From an optimization exercise on the open Yosys and OpenROAD flow, aimed at small area, a short achievable clock period and few clock cycles per item; shortcuts taken in it are not production practice.
Power is estimated from default activity; no workload was simulated.

==> flow/design.v <==
package apb4_sram_pkg;
  typedef enum logic [1:0] {
    ST_IDLE   = 2'd0,
    ST_SETUP  = 2'd1,
    ST_WAIT   = 2'd2,
    ST_ACCESS = 2'd3
  } apb_state_e;
  localparam int DEF_ADDR_W      = 32;
  localparam int DEF_DATA_W      = 32;
  localparam int DEF_DEPTH       = 64;
  localparam int DEF_WAIT_CYCLES = 2;
  localparam int WAIT_CYCLES_MAX = 15;
  localparam int CNT_W           = 4;
  function automatic logic [CNT_W-1:0] wait_load(input int cycles);
    if (cycles > WAIT_CYCLES_MAX) begin
      wait_load = CNT_W'(WAIT_CYCLES_MAX);
    end else if (cycles < 0) begin
      wait_load = {CNT_W{1'b0}};
    end else begin
      wait_load = CNT_W'(cycles);
    end
  endfunction
endpackage
module apb4_sram_mem
#(
  parameter int DATA_W = apb4_sram_pkg::DEF_DATA_W,
  parameter int DEPTH  = apb4_sram_pkg::DEF_DEPTH,
  parameter int AW     = 6
) (
  input  logic                clk,
  input  logic                rst_n,
  input  logic [AW-1:0]       addr,
  input  logic                wstart,
  input  logic [DATA_W/8-1:0] be,
  input  logic [DATA_W-1:0]   wdata,
  input  logic                re,
  output logic [DATA_W-1:0]   rdata
);
  localparam int BYTES = DATA_W / 8;
  localparam int GRP   = 8;
  localparam int NGRP  = DEPTH / GRP;
  logic [DEPTH-1:0][DATA_W-1:0] mem_r;
  logic [GRP-1:0]  sel_lo;
  logic [NGRP-1:0] sel_hi;
  always_comb begin
    for (int i = 0; i < GRP; i++) begin
      sel_lo[i] = (addr[2:0] == 3'(i));
    end
    for (int i = 0; i < NGRP; i++) begin
      sel_hi[i] = (addr[AW-1:3] == (AW-3)'(i));
    end
  end
  logic [GRP-1:0]  wsel_lo_r;
  logic [NGRP-1:0] wsel_hi_r;
  always_ff @(posedge clk or negedge rst_n) begin
    if (!rst_n) begin
      wsel_hi_r <= {NGRP{1'b0}};
    end else begin
      wsel_hi_r <= wstart ? sel_hi : {NGRP{1'b0}};
    end
  end
  always_ff @(posedge clk) begin
    wsel_lo_r <= sel_lo;
  end
  logic [DEPTH-1:0][BYTES-1:0] wen;
  for (genvar w = 0; w < DEPTH; w++) begin : g_wen
    for (genvar b = 0; b < BYTES; b++) begin : g_byte
      apb4_sram_and3 u_wen (
        .a (wsel_hi_r[w / GRP]),
        .b (wsel_lo_r[w % GRP]),
        .c (be[b]),
        .y (wen[w][b])
      );
    end
  end
  always_ff @(posedge clk) begin
    for (int w = 0; w < DEPTH; w++) begin
      for (int b = 0; b < BYTES; b++) begin
        if (wen[w][b]) begin
          mem_r[w][b*8 +: 8] <= wdata[b*8 +: 8];
        end
      end
    end
  end
  for (genvar n = 0; n < DATA_W/4; n++) begin : g_rnib
    logic [GRP-1:0]  rsel_lo;
    logic [NGRP-1:0] rsel_hi;
    apb4_sram_rdec u_dec (.addr (addr), .re (re), .lo (rsel_lo), .hi (rsel_hi));
    for (genvar i = 0; i < 4; i++) begin : g_rbit
      localparam int B = n*4 + i;
      logic [NGRP-1:0] grp;
      for (genvar g = 0; g < NGRP; g++) begin : g_grp
        logic [GRP-1:0] col;
        for (genvar k = 0; k < GRP; k++) begin : g_col
          assign col[k] = mem_r[g*GRP + k][B];
        end
        apb4_sram_andor8 u_lo (.a (col), .s (rsel_lo), .y (grp[g]));
      end
      apb4_sram_andor8 u_hi (.a (grp), .s (rsel_hi), .y (rdata[B]));
    end
  end
endmodule
module apb4_sram_andor8 (
  input  logic [7:0] a,
  input  logic [7:0] s,
  output logic       y
);
  assign y = |(a & s);
endmodule
module apb4_sram_and3 (
  input  logic a,
  input  logic b,
  input  logic c,
  output logic y
);
  assign y = a && b && c;
endmodule
module apb4_sram_rdec (
  input  logic [5:0] addr,
  input  logic       re,
  output logic [7:0] lo,
  output logic [7:0] hi
);
  always_comb begin
    for (int i = 0; i < 8; i++) begin
      lo[i] = (addr[2:0] == 3'(i));
      hi[i] = re && (addr[5:3] == 3'(i));
    end
  end
endmodule
module apb4_sram_slave
#(
  parameter int ADDR_W      = apb4_sram_pkg::DEF_ADDR_W,
  parameter int DATA_W      = apb4_sram_pkg::DEF_DATA_W,
  parameter int DEPTH       = apb4_sram_pkg::DEF_DEPTH,
  parameter int WAIT_CYCLES = 0
) (
  input  logic                pclk,
  input  logic                presetn,
  input  logic                psel,
  input  logic                penable,
  input  logic                pwrite,
  input  logic [ADDR_W-1:0]   paddr,
  input  logic [DATA_W-1:0]   pwdata,
  input  logic [DATA_W/8-1:0] pstrb,
  output logic [DATA_W-1:0]   prdata,
  output logic                pready,
  output logic                pslverr
);
  localparam int BYTES  = DATA_W / 8;
  localparam int OFF_W  = $clog2(BYTES);
  localparam int MEM_AW = (DEPTH > 1) ? $clog2(DEPTH) : 1;
  logic              pready_r;
  logic              pslverr_r;
  logic [DATA_W-1:0] prdata_r;
  logic [ADDR_W-1:0] word_idx_s;
  logic              err_s;
  logic              setup_s;
  logic [BYTES-1:0]  be_s;
  logic [DATA_W-1:0] mem_rdata_s;
  logic addr_ok_s;
  assign word_idx_s = paddr >> OFF_W;
  apb4_sram_addr_ok #(
    .ADDR_W (ADDR_W),
    .OFF_W  (OFF_W),
    .IDX_W  (MEM_AW)
  ) u_addr_ok (
    .addr (paddr),
    .ok   (addr_ok_s)
  );
  assign err_s = !addr_ok_s;
  always_comb begin
    be_s = pstrb;
  end
  assign setup_s = psel && !penable && !pready_r;
  always_ff @(posedge pclk or negedge presetn) begin
    if (!presetn) begin
      pready_r  <= 1'b0;
      pslverr_r <= 1'b0;
    end else begin
      pready_r  <= setup_s;
      pslverr_r <= setup_s && err_s;
    end
  end
  always_ff @(posedge pclk) begin
    prdata_r <= mem_rdata_s;
  end
  apb4_sram_mem #(
    .DATA_W (DATA_W),
    .DEPTH  (DEPTH),
    .AW     (MEM_AW)
  ) u_mem (
    .clk    (pclk),
    .rst_n  (presetn),
    .addr   (word_idx_s[MEM_AW-1:0]),
    .wstart (setup_s && pwrite && !err_s),
    .be     (be_s),
    .wdata  (pwdata),
    .re     (!err_s),
    .rdata  (mem_rdata_s)
  );
  assign prdata  = prdata_r;
  assign pready  = pready_r;
  assign pslverr = pslverr_r;
endmodule
module apb4_sram_addr_ok
#(
  parameter int ADDR_W = 32,
  parameter int OFF_W  = 2,
  parameter int IDX_W  = 6
) (
  input  logic [ADDR_W-1:0] addr,
  output logic              ok
);
  assign ok = (addr[OFF_W-1:0] == '0) && (addr[ADDR_W-1:OFF_W+IDX_W] == '0);
endmodule
==> flow/config.mk <==
export PLATFORM = sky130hd
export DESIGN_NAME = apb4_sram_slave
export DESIGN_NICKNAME = apb4_sram_slave
export VERILOG_FILES = /design/flow/design.v
export SDC_FILE = /design/flow/constraint.sdc
export NUM_CORES = 4
export LEC_CHECK = 0
export CAP_MARGIN = 20
export CORE_MARGIN = 2
export CORE_UTILIZATION = 70
export CTS_CLUSTER_DIAMETER = 100
export CTS_CLUSTER_SIZE = 30
export PLACE_DENSITY = 0.78
export SETUP_SLACK_MARGIN = 1.65
export SLEW_MARGIN = 20
export SYNTH_HIERARCHICAL = 1
export SYNTH_MINIMUM_KEEP_SIZE = 0
==> flow/constraint.sdc <==
create_clock -name core_clock -period 3.3 [get_ports {pclk}]
set_input_delay 0.6600 -clock core_clock [delete_from_list [all_inputs] [get_ports {pclk}]]
set_output_delay 0.6600 -clock core_clock [all_outputs]
set_load 0.01 [all_outputs]
run.sh (not shown) runs the stock make flow with config.mk's settings and CLKGATE_MAP_FILE= SYNTH_SCRIPT=/design/flow/synth_recipe.tcl, a recipe that flattens the netlist after the stock synthesis.
Then changed:
--- a/flow/design.v
+++ b/flow/design.v
@@ -30,13 +30,13 @@
   input  logic                clk,
   input  logic                rst_n,
   input  logic [AW-1:0]       addr,
   input  logic                wstart,
   input  logic [DATA_W/8-1:0] be,
   input  logic [DATA_W-1:0]   wdata,
-  input  logic                re,
+  input  logic [DATA_W/8-1:0] re,
   output logic [DATA_W-1:0]   rdata
 );
   localparam int BYTES = DATA_W / 8;
   localparam int GRP   = 8;
   localparam int NGRP  = DEPTH / GRP;
   logic [DEPTH-1:0][DATA_W-1:0] mem_r;
@@ -79,18 +79,18 @@
         if (wen[w][b]) begin
           mem_r[w][b*8 +: 8] <= wdata[b*8 +: 8];
         end
       end
     end
   end
-  for (genvar n = 0; n < DATA_W/4; n++) begin : g_rnib
+  for (genvar l = 0; l < BYTES; l++) begin : g_rlane
     logic [GRP-1:0]  rsel_lo;
     logic [NGRP-1:0] rsel_hi;
-    apb4_sram_rdec u_dec (.addr (addr), .re (re), .lo (rsel_lo), .hi (rsel_hi));
-    for (genvar i = 0; i < 4; i++) begin : g_rbit
-      localparam int B = n*4 + i;
+    apb4_sram_rdec u_dec (.addr (addr), .re (re[l]), .lo (rsel_lo), .hi (rsel_hi));
+    for (genvar i = 0; i < 8; i++) begin : g_rbit
+      localparam int B = l*8 + i;
       logic [NGRP-1:0] grp;
       for (genvar g = 0; g < NGRP; g++) begin : g_grp
         logic [GRP-1:0] col;
         for (genvar k = 0; k < GRP; k++) begin : g_col
           assign col[k] = mem_r[g*GRP + k][B];
         end
@@ -166,12 +166,23 @@
     .IDX_W  (MEM_AW)
   ) u_addr_ok (
     .addr (paddr),
     .ok   (addr_ok_s)
   );
   assign err_s = !addr_ok_s;
+  logic [BYTES-1:0] lane_ok_s;
+  for (genvar l = 0; l < BYTES; l++) begin : g_lane_ok
+    apb4_sram_addr_ok #(
+      .ADDR_W (ADDR_W),
+      .OFF_W  (OFF_W),
+      .IDX_W  (MEM_AW)
+    ) u_addr_ok (
+      .addr (paddr),
+      .ok   (lane_ok_s[l])
+    );
+  end
   always_comb begin
     be_s = pstrb;
   end
   assign setup_s = psel && !penable && !pready_r;
   always_ff @(posedge pclk or negedge presetn) begin
     if (!presetn) begin
@@ -193,13 +204,13 @@
     .clk    (pclk),
     .rst_n  (presetn),
     .addr   (word_idx_s[MEM_AW-1:0]),
     .wstart (setup_s && pwrite && !err_s),
     .be     (be_s),
     .wdata  (pwdata),
-    .re     (!err_s),
+    .re     (lane_ok_s),
     .rdata  (mem_rdata_s)
   );
   assign prdata  = prdata_r;
   assign pready  = pready_r;
   assign pslverr = pslverr_r;
 endmodule
After rerunning:
- power climbs by 1.0%
- final cell count hardly moves
- setup slack loses 0.013 ns
- sequential share of layout area drops by 0.71 points
- via count climbs by 1.7%
- global-route usage climbs by 0.25 points
- cell area climbs by 0.96%
- clock-buffer cell count climbs by 6
- flip-flop and latch count does not change
- sequential power is about the same
Function was not checked in any run of this note: the RTL went through the layout flow alone.

==> static timing again, ports no longer ideal <==
Ports are ideal in the flow. The routed layouts listed here were re-timed in OpenROAD.
Step 1 (the two cells are an assumption about what drives the block):
set clk [get_ports {pclk}]
set_driving_cell -lib_cell sky130_fd_sc_hd__clkbuf_16 $clk
set_driving_cell -lib_cell sky130_fd_sc_hd__buf_2 [delete_from_list [all_inputs] $clk]
Step 2 times the ports against the registers' clock, not the clock port: input delays grow and output delays shrink by t, the midpoint of the rising clock arrivals with the driver on.
a / b / c = ideal / step 1 / step 2; a / b = the first two.
run	shift t [ns]	slack for setup (ns)	worst slew at a driven data input, ns
the first run	0.782	1.257 / 1.180 / 0.550	0.24
the second run	0.782	1.244 / 1.199 / 0.457	0.29
After both steps every run listed still meets setup and hold. The setup slack of the second run, which loses most, moves by -0.045 ns with the drivers and by -0.787 ns with both steps.
